Context: an optimization exercise on an open-source flow, tuned for a short achievable clock period and few clock cycles. The choices shown serve that exercise and are no tape-out recipe. The RTL was checked by simulation tests, not by an equivalence proof against the original design. No activity file was given, so power comes from the tool's default toggle rates.

[flow/design.v]
`default_nettype none
package cpuPkg;
	localparam int dataWidth = 32;
	localparam int regAddrWidth = 5;
	localparam int immWidth = 17;
	localparam int targetWidth = 27;
	localparam int dmemAddrWidth = 8;
	localparam int dmemDepth = 64;
	localparam int dmemIndexWidth = 6;
	typedef logic [dataWidth-1:0] wordT;
	typedef logic [regAddrWidth-1:0] regAddrT;
	localparam regAddrT linkReg = 5'd31;
	typedef enum logic [4:0] {
		opAlu = 5'd0,
		opJ = 5'd1,
		opBne = 5'd2,
		opJal = 5'd3,
		opAddi = 5'd5,
		opBlt = 5'd6,
		opSw = 5'd7,
		opLw = 5'd8
	} opcodeT;
	typedef enum logic [4:0] {
		aluAdd = 5'd0,
		aluSub = 5'd1,
		aluAnd = 5'd2,
		aluOr = 5'd3,
		aluSll = 5'd4,
		aluSra = 5'd5
	} aluOpT;
endpackage
`default_nettype wire
`timescale 1ns/100ps
`default_nettype none
module fetchUnit (
	input wire logic clock,
	input wire logic arstN,
	input wire cpuPkg::wordT instr,
	input wire logic stall,
	input wire logic redirect,
	input wire cpuPkg::wordT redirectPc,
	output cpuPkg::wordT instrAddr,
	output cpuPkg::wordT fdPc,
	output cpuPkg::wordT fdInstr
);
	cpuPkg::wordT pc;
	cpuPkg::wordT pcPlusOne;
	cpuPkg::wordT pcNext;
	assign instrAddr = pc;
	assign pcPlusOne = pc + 32'd1;
	always_comb begin
		if (redirect) begin
			pcNext = redirectPc;
		end else if (stall) begin
			pcNext = pc;
		end else begin
			pcNext = pcPlusOne;
		end
	end
	always_ff @(posedge clock or negedge arstN) begin
		if (!arstN) begin
			pc <= '0;
		end else begin
			pc <= pcNext;
		end
	end
	always_ff @(posedge clock or negedge arstN) begin
		if (!arstN) begin
			fdPc <= '0;
			fdInstr <= '0;
		end else if (redirect) begin
			fdPc <= '0;
			fdInstr <= '0;
		end else if (!stall) begin
			fdPc <= pcPlusOne;
			fdInstr <= instr;
		end
	end
endmodule
`default_nettype wire
`timescale 1ns/100ps
`default_nettype none
module registerFile (
	input wire logic clock,
	input wire logic arstN,
	input wire cpuPkg::regAddrT readA,
	input wire cpuPkg::regAddrT readB,
	input wire logic wbWrite,
	input wire cpuPkg::regAddrT wbReg,
	input wire cpuPkg::wordT wbData,
	output cpuPkg::wordT valueA,
	output cpuPkg::wordT valueB
);
	cpuPkg::wordT regs [1:(1 << cpuPkg::regAddrWidth) - 1];
	function automatic cpuPkg::wordT readPort(input cpuPkg::regAddrT addr);
		cpuPkg::wordT value;
		if (addr == '0) begin
			value = '0;
		end else if (wbWrite && wbReg == addr) begin
			value = wbData;
		end else begin
			value = regs[addr];
		end
		readPort = value;
	endfunction
	always_comb begin
		valueA = readPort(readA);
		valueB = readPort(readB);
	end
	always_ff @(posedge clock or negedge arstN) begin
		if (!arstN) begin
			for (int i = 1; i < (1 << cpuPkg::regAddrWidth); i++) begin
				regs[i] <= '0;
			end
		end else if (wbWrite && wbReg != '0) begin
			regs[wbReg] <= wbData;
		end
	end
endmodule
`default_nettype wire
`timescale 1ns/100ps
`default_nettype none
module decodeStage (
	input wire logic clock,
	input wire logic arstN,
	input wire cpuPkg::wordT fdPc,
	input wire cpuPkg::wordT fdInstr,
	input wire logic redirect,
	input wire logic wbWrite,
	input wire cpuPkg::regAddrT wbReg,
	input wire cpuPkg::wordT wbData,
	output logic stall,
	output cpuPkg::opcodeT dxOpcode,
	output cpuPkg::aluOpT dxAluOp,
	output logic [cpuPkg::regAddrWidth-1:0] dxShamt,
	output logic [cpuPkg::regAddrWidth-1:0] dxRd,
	output logic [cpuPkg::regAddrWidth-1:0] dxRs,
	output cpuPkg::regAddrT dxSrc2,
	output cpuPkg::wordT dxRsValue,
	output cpuPkg::wordT dxSrc2Value,
	output cpuPkg::wordT dxPc,
	output logic [cpuPkg::immWidth-1:0] dxImm,
	output logic [cpuPkg::targetWidth-1:0] dxTarget
);
	cpuPkg::opcodeT opcode;
	cpuPkg::aluOpT aluOp;
	cpuPkg::regAddrT rd;
	cpuPkg::regAddrT rs;
	cpuPkg::regAddrT rt;
	cpuPkg::regAddrT src2;
	logic [cpuPkg::regAddrWidth-1:0] shamt;
	cpuPkg::wordT rsValue;
	cpuPkg::wordT src2Value;
	assign opcode = cpuPkg::opcodeT'(fdInstr[31:27]);
	assign rd = fdInstr[26:22];
	assign rs = fdInstr[21:17];
	assign rt = fdInstr[16:12];
	assign shamt = fdInstr[11:7];
	assign aluOp = cpuPkg::aluOpT'(fdInstr[6:2]);
	assign src2 = (opcode == cpuPkg::opAlu) ? rt : rd;
	registerFile regs (
		.clock(clock),
		.arstN(arstN),
		.readA(rs),
		.readB(src2),
		.wbWrite(wbWrite),
		.wbReg(wbReg),
		.wbData(wbData),
		.valueA(rsValue),
		.valueB(src2Value)
	);
	assign stall = (dxOpcode == cpuPkg::opLw) && (dxRd != '0)
		&& ((dxRd == rs) || (dxRd == src2));
	always_ff @(posedge clock or negedge arstN) begin
		if (!arstN) begin
			dxOpcode <= cpuPkg::opAlu;
			dxAluOp <= cpuPkg::aluAdd;
			dxRd <= '0;
			dxRs <= '0;
			dxSrc2 <= '0;
			dxShamt <= '0;
		end else if (redirect || stall) begin
			dxOpcode <= cpuPkg::opAlu;
			dxAluOp <= cpuPkg::aluAdd;
			dxRd <= '0;
			dxRs <= '0;
			dxSrc2 <= '0;
			dxShamt <= '0;
		end else begin
			dxOpcode <= opcode;
			dxAluOp <= aluOp;
			dxRd <= rd;
			dxRs <= rs;
			dxSrc2 <= src2;
			dxShamt <= shamt;
		end
	end
	always_ff @(posedge clock) begin
		dxRsValue <= rsValue;
		dxSrc2Value <= src2Value;
		dxPc <= fdPc;
		dxImm <= fdInstr[cpuPkg::immWidth-1:0];
		dxTarget <= fdInstr[cpuPkg::targetWidth-1:0];
	end
endmodule
`default_nettype wire
`timescale 1ns/100ps
`default_nettype none
module executeStage (
	input wire logic clock,
	input wire logic arstN,
	input wire cpuPkg::opcodeT dxOpcode,
	input wire cpuPkg::aluOpT dxAluOp,
	input wire logic [cpuPkg::regAddrWidth-1:0] dxShamt,
	input wire logic [cpuPkg::regAddrWidth-1:0] dxRd,
	input wire logic [cpuPkg::regAddrWidth-1:0] dxRs,
	input wire cpuPkg::regAddrT dxSrc2,
	input wire cpuPkg::wordT dxRsValue,
	input wire cpuPkg::wordT dxSrc2Value,
	input wire cpuPkg::wordT dxPc,
	input wire logic [cpuPkg::immWidth-1:0] dxImm,
	input wire logic [cpuPkg::targetWidth-1:0] dxTarget,
	input wire logic wbWrite,
	input wire cpuPkg::regAddrT wbReg,
	input wire cpuPkg::wordT wbData,
	output logic redirect,
	output cpuPkg::wordT redirectPc,
	output cpuPkg::opcodeT xmOpcode,
	output cpuPkg::regAddrT xmRd,
	output cpuPkg::wordT xmAlu,
	output cpuPkg::wordT xmStoreData,
	output cpuPkg::wordT xmPc
);
	cpuPkg::wordT rsFwd;
	cpuPkg::wordT src2Fwd;
	cpuPkg::wordT immExt;
	cpuPkg::wordT targetExt;
	cpuPkg::wordT aluResult;
	cpuPkg::wordT xmFwdValue;
	cpuPkg::regAddrT xmDest;
	logic xmWritesReg;
	assign immExt = {{(cpuPkg::dataWidth - cpuPkg::immWidth){dxImm[cpuPkg::immWidth-1]}}, dxImm};
	assign targetExt = {{(cpuPkg::dataWidth - cpuPkg::targetWidth){1'b0}}, dxTarget};
	assign xmWritesReg = (xmOpcode == cpuPkg::opAlu) || (xmOpcode == cpuPkg::opAddi)
		|| (xmOpcode == cpuPkg::opJal);
	assign xmDest = (xmOpcode == cpuPkg::opJal) ? cpuPkg::linkReg : xmRd;
	assign xmFwdValue = (xmOpcode == cpuPkg::opJal) ? xmPc : xmAlu;
	function automatic cpuPkg::wordT forward(input cpuPkg::regAddrT src,
			input cpuPkg::wordT regValue);
		cpuPkg::wordT value;
		value = regValue;
		if (src != '0 && xmWritesReg && xmDest == src) begin
			value = xmFwdValue;
		end else if (wbWrite && wbReg == src) begin
			value = wbData;
		end
		forward = value;
	endfunction
	always_comb begin
		rsFwd = forward(dxRs, dxRsValue);
		src2Fwd = forward(dxSrc2, dxSrc2Value);
	end
	always_comb begin
		aluResult = rsFwd + immExt;
		if (dxOpcode == cpuPkg::opAlu) begin
			case (dxAluOp)
				cpuPkg::aluSub: aluResult = rsFwd - src2Fwd;
				cpuPkg::aluAnd: aluResult = rsFwd & src2Fwd;
				cpuPkg::aluOr: aluResult = rsFwd | src2Fwd;
				cpuPkg::aluSll: aluResult = rsFwd << dxShamt;
				cpuPkg::aluSra: aluResult = $signed(rsFwd) >>> dxShamt;
				default: aluResult = rsFwd + src2Fwd;
			endcase
		end
	end
	always_comb begin
		redirect = 1'b0;
		redirectPc = dxPc + immExt;
		case (dxOpcode)
			cpuPkg::opBne: redirect = (src2Fwd != rsFwd);
			cpuPkg::opBlt: redirect = ($signed(src2Fwd) < $signed(rsFwd));
			cpuPkg::opJ, cpuPkg::opJal: begin
				redirect = 1'b1;
				redirectPc = targetExt;
			end
			default: redirect = 1'b0;
		endcase
	end
	always_ff @(posedge clock or negedge arstN) begin
		if (!arstN) begin
			xmOpcode <= cpuPkg::opAlu;
			xmRd <= '0;
		end else begin
			xmOpcode <= dxOpcode;
			xmRd <= dxRd;
		end
	end
	always_ff @(posedge clock) begin
		xmAlu <= aluResult;
		xmStoreData <= src2Fwd;
		xmPc <= dxPc;
	end
endmodule
`default_nettype wire
`timescale 1ns/100ps
`default_nettype none
module resultStage (
	input wire logic clock,
	input wire logic arstN,
	input wire cpuPkg::opcodeT xmOpcode,
	input wire cpuPkg::regAddrT xmRd,
	input wire cpuPkg::wordT xmAlu,
	input wire cpuPkg::wordT xmStoreData,
	input wire cpuPkg::wordT xmPc,
	output logic memWrite,
	output logic [cpuPkg::dmemAddrWidth-1:0] memAddr,
	output cpuPkg::wordT memData,
	output logic wbWrite,
	output cpuPkg::regAddrT wbReg,
	output cpuPkg::wordT wbData
);
	cpuPkg::wordT dataMem [0:cpuPkg::dmemDepth-1];
	cpuPkg::wordT loadData;
	cpuPkg::wordT wbNext;
	cpuPkg::regAddrT destReg;
	logic writesReg;
	assign memWrite = (xmOpcode == cpuPkg::opSw);
	assign memAddr = xmAlu[cpuPkg::dmemAddrWidth-1:0];
	assign memData = xmStoreData;
	assign loadData = dataMem[memAddr[cpuPkg::dmemIndexWidth-1:0]];
	always_ff @(posedge clock) begin
		if (memWrite) begin
			dataMem[memAddr[cpuPkg::dmemIndexWidth-1:0]] <= memData;
		end
	end
	always_comb begin
		destReg = (xmOpcode == cpuPkg::opJal) ? cpuPkg::linkReg : xmRd;
		case (xmOpcode)
			cpuPkg::opJal: wbNext = xmPc;
			cpuPkg::opLw: wbNext = loadData;
			default: wbNext = xmAlu;
		endcase
		writesReg = ((xmOpcode == cpuPkg::opAlu) || (xmOpcode == cpuPkg::opAddi)
			|| (xmOpcode == cpuPkg::opLw) || (xmOpcode == cpuPkg::opJal))
			&& (destReg != '0);
	end
	always_ff @(posedge clock or negedge arstN) begin
		if (!arstN) begin
			wbWrite <= 1'b0;
			wbReg <= '0;
		end else begin
			wbWrite <= writesReg;
			wbReg <= destReg;
		end
	end
	always_ff @(posedge clock) begin
		wbData <= wbNext;
	end
endmodule
`default_nettype wire
`timescale 1ns/100ps
`default_nettype none
module pipelineCpu (
	input wire logic clock,
	input wire logic arstN,
	output cpuPkg::wordT instrAddr,
	input wire cpuPkg::wordT instr,
	output logic regWrite,
	output cpuPkg::regAddrT regAddr,
	output cpuPkg::wordT regData,
	output logic memWrite,
	output logic [cpuPkg::dmemAddrWidth-1:0] memAddr,
	output cpuPkg::wordT memData
);
	cpuPkg::wordT fdPc;
	cpuPkg::wordT fdInstr;
	logic stall;
	logic redirect;
	cpuPkg::wordT redirectPc;
	cpuPkg::opcodeT dxOpcode;
	cpuPkg::aluOpT dxAluOp;
	logic [cpuPkg::regAddrWidth-1:0] dxShamt;
	logic [cpuPkg::regAddrWidth-1:0] dxRd;
	logic [cpuPkg::regAddrWidth-1:0] dxRs;
	cpuPkg::regAddrT dxSrc2;
	cpuPkg::wordT dxRsValue;
	cpuPkg::wordT dxSrc2Value;
	cpuPkg::wordT dxPc;
	logic [cpuPkg::immWidth-1:0] dxImm;
	logic [cpuPkg::targetWidth-1:0] dxTarget;
	cpuPkg::opcodeT xmOpcode;
	cpuPkg::regAddrT xmRd;
	cpuPkg::wordT xmAlu;
	cpuPkg::wordT xmStoreData;
	cpuPkg::wordT xmPc;
	logic wbWrite;
	cpuPkg::regAddrT wbReg;
	cpuPkg::wordT wbData;
	fetchUnit fetch (
		.clock(clock), .arstN(arstN), .instr(instr), .stall(stall),
		.redirect(redirect), .redirectPc(redirectPc), .instrAddr(instrAddr),
		.fdPc(fdPc), .fdInstr(fdInstr)
	);
	decodeStage decode (
		.clock(clock), .arstN(arstN), .fdPc(fdPc), .fdInstr(fdInstr),
		.redirect(redirect), .wbWrite(wbWrite), .wbReg(wbReg), .wbData(wbData),
		.stall(stall), .dxOpcode(dxOpcode), .dxAluOp(dxAluOp), .dxShamt(dxShamt),
		.dxRd(dxRd), .dxRs(dxRs), .dxSrc2(dxSrc2), .dxRsValue(dxRsValue),
		.dxSrc2Value(dxSrc2Value), .dxPc(dxPc), .dxImm(dxImm), .dxTarget(dxTarget)
	);
	executeStage execute (
		.clock(clock), .arstN(arstN), .dxOpcode(dxOpcode), .dxAluOp(dxAluOp),
		.dxShamt(dxShamt), .dxRd(dxRd), .dxRs(dxRs), .dxSrc2(dxSrc2),
		.dxRsValue(dxRsValue), .dxSrc2Value(dxSrc2Value), .dxPc(dxPc),
		.dxImm(dxImm), .dxTarget(dxTarget), .wbWrite(wbWrite), .wbReg(wbReg),
		.wbData(wbData), .redirect(redirect), .redirectPc(redirectPc),
		.xmOpcode(xmOpcode), .xmRd(xmRd), .xmAlu(xmAlu),
		.xmStoreData(xmStoreData), .xmPc(xmPc)
	);
	resultStage result (
		.clock(clock), .arstN(arstN), .xmOpcode(xmOpcode), .xmRd(xmRd),
		.xmAlu(xmAlu), .xmStoreData(xmStoreData), .xmPc(xmPc),
		.memWrite(memWrite), .memAddr(memAddr), .memData(memData),
		.wbWrite(wbWrite), .wbReg(wbReg), .wbData(wbData)
	);
	assign regWrite = wbWrite;
	assign regAddr = wbReg;
	assign regData = wbData;
endmodule
`default_nettype wire
[flow/run.sh]
#!/bin/bash
# synth_recipe.tcl (not shown) runs the flow's synth.tcl, then flattens the netlist and writes it again
# the make line also repeats each setting of config.mk as NAME=value (left out here)
make -C /OpenROAD-flow-scripts/flow DESIGN_CONFIG=/design/flow/config.mk WORK_HOME=/design/flow/orfs CLKGATE_MAP_FILE= SYNTH_SCRIPT=/design/flow/synth_recipe.tcl finish
[flow/config.mk]
export PLATFORM = sky130hd
export DESIGN_NAME = pipelineCpu
export DESIGN_NICKNAME = pipelineCpu
export VERILOG_FILES = /design/flow/design.v
export SDC_FILE = /design/flow/constraint.sdc
export NUM_CORES = 4
export LEC_CHECK = 0
export CAP_MARGIN = 20
export CORE_MARGIN = 2
export CORE_UTILIZATION = 40
export SLEW_MARGIN = 20
export SYNTH_MEMORY_MAX_BITS = 16384
[flow/constraint.sdc]
create_clock -name core_clock -period 10.0 [get_ports {clock}]
set_input_delay 2.0000 -clock core_clock [delete_from_list [all_inputs] [get_ports {clock}]]
set_output_delay 2.0000 -clock core_clock [all_outputs]
set_load 0.01 [all_outputs]
==> results.py <==
metrics = {
    "clock_network": {
        "hold_buffers": 0,
        "cts_made_buffers": 363,
        "clock-sinks": 3433,
        "cts_max_level": 5,
        "clkTransAtPathRegs_ns": 0.06,
        "clkLatencyLatePin_ns": 1.01,
        "post-cts-setup-buffers": 0,
        "clock_path_buffers": 4,
        "cts_tree": "yes",
        "cts_resized": 0,
        "root_buffer": "clkbuf_16",
    },
    "floorplanning": {
        "start_util_pct": 40.2,
        "pin_count": 145,
        "die-area_um2": 375000,
        "dieWidth_um": 613,
        "core_um2": 369000,
        "rows": 223,
        "fp.dieH_um": 613,
    },
    "hold_path": {
        "min_path_type": "flip-flop to flip-flop",
    },
    "worst_setup_path": {
        "critPathArrivalTime_ns": 8.50,
        "critPathRequiredTime_ns": 10.79,
        "start_kind": "flip-flop",
        "slowest_delay_ns": 0.86,
        "cp_max_fo": 22,
        "r2r_slack_ns": 2.29,
        "crit_type": "flip-flop to flip-flop",
        "setup.worst_path.end_class": "flip-flop",
        "worstPathCellList": "xor2_1, nor4_1, and3_2, buf_4, mux2_2, or4_1, a2111oi_0, buf_4, and4_1, and3_1, nor2_1, xnor2_1, ha_1, a21o_1, a31o_2, a21o_1, a21oi_1, o21bai_1, a21oi_1, o21a_1, o221ai_1, nor3_1, a32oi_1",
        "slowest_stage": "and3_2",
    },
    "grt": {
        "antenna_found_initial": 40,
        "first_global_vias": 104000,
        "overflow": 0,
        "grt_max_degree": 180,
        "grt_use_total_pct": 31.3,
        "grt_pass1_wl_um": 832000,
    },
    "detailed_routing": {
        "vias": 109000,
        "drc": 0,
        "final_antenna_net_count": 0,
        "viasPerCell": 6.76,
        "avgRoutedWirePerCell_um": 37.7,
        "wirelength_um": 606000,
        "drt-initial-drc-count": 17300,
        "dr.pass1.iters": 14,
    },
    "logic_synthesis": {
        "seq_area_frac_synth_pct": 64.0,
        "synth_area_per_cell_um2": 13.8,
        "synth-simple-area-share_pct": 5.14,
        "synth_xor_xnor_area_share_pct": 1.04,
        "synth_edf_count": 2048,
        "synth_fa_ha_area_share_pct": 1.65,
        "synth_top_family_by_area": "compound AO/OA/AOI/OAI gates",
        "synthDistinctLibCells": 94,
        "muxShareOfSynthArea_pct": 10.3,
        "synth_area_um2": 148000,
        "syn-num-nets": 11000,
        "ys_seq_elements": 3433,
        "synth_cells": 10700,
        "synth-compound-area-share_pct": 15.3,
        "synth_warnings": 6,
        "synth-main-ff-cell": "edfxtp_1",
        "async_flop_share_pct": 33.0,
    },
    "timing": {
        "worst_pin_slew_ns": 1.31,
        "setup_tns_ns": 0,
        "period_share_pct": 77.1,
        "rsz0062_at_grt": "false",
        "finalHoldViolCount": 0,
        "final_max_slew_viol_count": 0,
        "fin_skew_ns": 0.169,
        "setup_ws_ns": 2.29,
        "clock.fmax_mhz": 130,
        "setup_viol": 0,
        "slew_headroom_pct": 12.2,
        "layout_min_cycle_time_ns": 7.71,
    },
    "placement": {
        "place.gp.congestion": 0.985,
        "post-place-ws_ns": 2.55,
        "io_buffers": 144,
        "dp_hpwl_um": 351000,
    },
    "finish": {
        "nNetsFinal": 11000,
        "layout_commonest_cell": "edfxtp_1",
        "num-fill-cells": 32500,
        "syn_to_final_growth_pct": 14.4,
        "largest_register_ffs": 2048,
        "drive_gt1_share_pct": 21.1,
        "mostFrequentLayoutCells": "2048 x edfxtp_1, 1131 x dfrtp_1, 1087 x a22oi_1",
    },
    "power": {
        "power_density_nw_per_um2": 320,
        "vdd_ir_drop_max_mv": 0.273,
        "leakagePower_nw": 62.4,
    },
    "run_status": {
        "outcome": "timing/DRC/antenna clean",
    },
    "job": {
        "max_cap_viol_count": 0,
    },
}
## cells by family (layout without fill, tap and decap cells)
group	after synthesis	count (layout)
AOI/OAI and AO/OA	3059	3059
xor gates and xnor gates	174	174
adders and majority gates	195	195
buffers and inverters	1000	1360
DFF	3433	3433
muxes	1327	1327
other	0	21
and+or+nand+nor	1558	1558
## cell type report
type | count | area [um2] | share of cell area (%)
Timing Repair Buffer | 561 | 4810 | 2.84
Clock buffer | 487 | 10000 | 5.90
Multi-Input combinational cell | 6313 | 51000 | 30.1
Inverter | 134 | 503 | 0.297
Clock inverter | 178 | 2030 | 1.20
Antenna cell | 21 | 52.6 | 0.0310
Sequential cell | 3433 | 95000 | 56.0
Tap cell | 4950 | 6190 | 3.65
## final timing paths
| check | start | end | depth (start not counted) |
|---|---|---|---|
| setup / recovery | result.wbReg[3]$_DFF_PN0_ | execute.xmAlu[29]$_DFF_P_ | 23 |
| max in group asynchronous | arstN | decode.regs.regs[15][14]$_DFFE_PN0P_ | 3 |
| min in group asynchronous | arstN | decode.regs.regs[15][23]$_DFFE_PN0P_ | 1 |
| hold reg to reg | decode.dxPc[27]$_DFF_P_ | execute.xmPc[27]$_DFF_P_ | 0 |
| hold / removal | decode.dxPc[27]$_DFF_P_ | execute.xmPc[27]$_DFF_P_ | 0 |
| setup reg to reg | result.wbReg[3]$_DFF_PN0_ | execute.xmAlu[29]$_DFF_P_ | 23 |
## per-layer routing
metal	vias to the layer above	part of all wire (%)	track usage (%)
met3	2032	13	10.0
met4	22	6.4	16.5
met1	55700	39	42.0
met5	-	0.031	0.168
li1	42800	-	-
met2	8069	42	45.0
## per-stage QoR
| step | hold slack (ns) | power (mW) | instance area, um2 | cells | utilization (%) |
|---|---|---|---|---|---|
| 2_1_floorplan | 0.337 | 30.2 | 148000 | 10700 | - |
| 3_3_place_gp | 0.348 | 39.6 | 157000 | 15400 | 42.6 |
| 3_5_place_dp | 0.350 | 39.8 | 157000 | 15400 | 42.7 |
| 4_1_cts | 0.315 | 53.5 | 169000 | 16100 | 45.9 |
| 5_1_grt | 0.309 | 55.8 | 170000 | 16100 | 46.0 |
| 6_report | 0.311 | 54.3 | 170000 | 16100 | 46.0 |
## where the power goes
part,internal (mW),switching (mW)
clock network,7.92,5.86
logic,6.39,14.0
registers,17.9,2.24
total,32.2,22.1
## synthesized netlist by cell type (39+ instances only)
library cell	count	area, um2
o21ai_0	216	1080
nor4_1	85	532
a22o_1	400	3500
dfrtp_1	1134	28400
xor2_1	69	604
mux2i_1	229	2290
a221oi_1	433	3790
a21o_1	39	293
clkbuf_1	674	2530
ha_1	186	2330
edfxtp_1	2048	61500
a21oi_1	338	1690
o31ai_1	40	300
nand2_1	322	1210
buf_1	157	589
dfxtp_1	251	5020
nor3_1	101	505
nand3_1	145	726
nor2_1	474	1780
nand4_1	192	1200
xnor2_1	104	911
inv_1	127	477
a22oi_1	1087	8160
a211oi_1	56	420
mux2_2	1047	11800
a31oi_1	201	1260
and2_1	43	269
mux4_2	47	1060
## worst max-delay path, delay by kind of cell (launching register included)
kind | cells | cell delay, ns
AO/OA/AOI/OAI | 10 | 2.21
AND/OR/NAND/NOR | 7 | 2.80
adder cells (fa/ha/maj) | 1 | 0.45
XOR/XNOR | 2 | 0.31
multiplexers | 1 | 0.40
buffers and inverters | 2 | 0.59
flip-flops | 1 | 0.72
Testbench counts, summed over its fixed seeds: cycles 115,862.

[what the ideal ports hide]
How much do the figures lean on ideal ports? The routed layout below was timed once more, with nothing changed but the port constraints.
Step 1: set_driving_cell puts a clkbuf_16 on clock and a buf_2 on each other input, an assumption about the parent block.
Step 2, shift: input delay + t, output delay - t, t = (earliest + latest rising clock arrival at the registers) / 2. This alone moves slack from input paths to output paths.
Three values: no drivers, after step 1, after step 2; two values: the first two.
t, ns: 1.039
setup slack, ns: 2.286 / 2.286 / 2.286
clock arrival spread, ns: 0.170 / 0.170
worst data-port slew with drivers (ns): 0.08
After both steps this run still meets setup and hold. For this run, drivers alone change the setup slack by 0.000 ns; drivers and shift together by 0.000 ns.
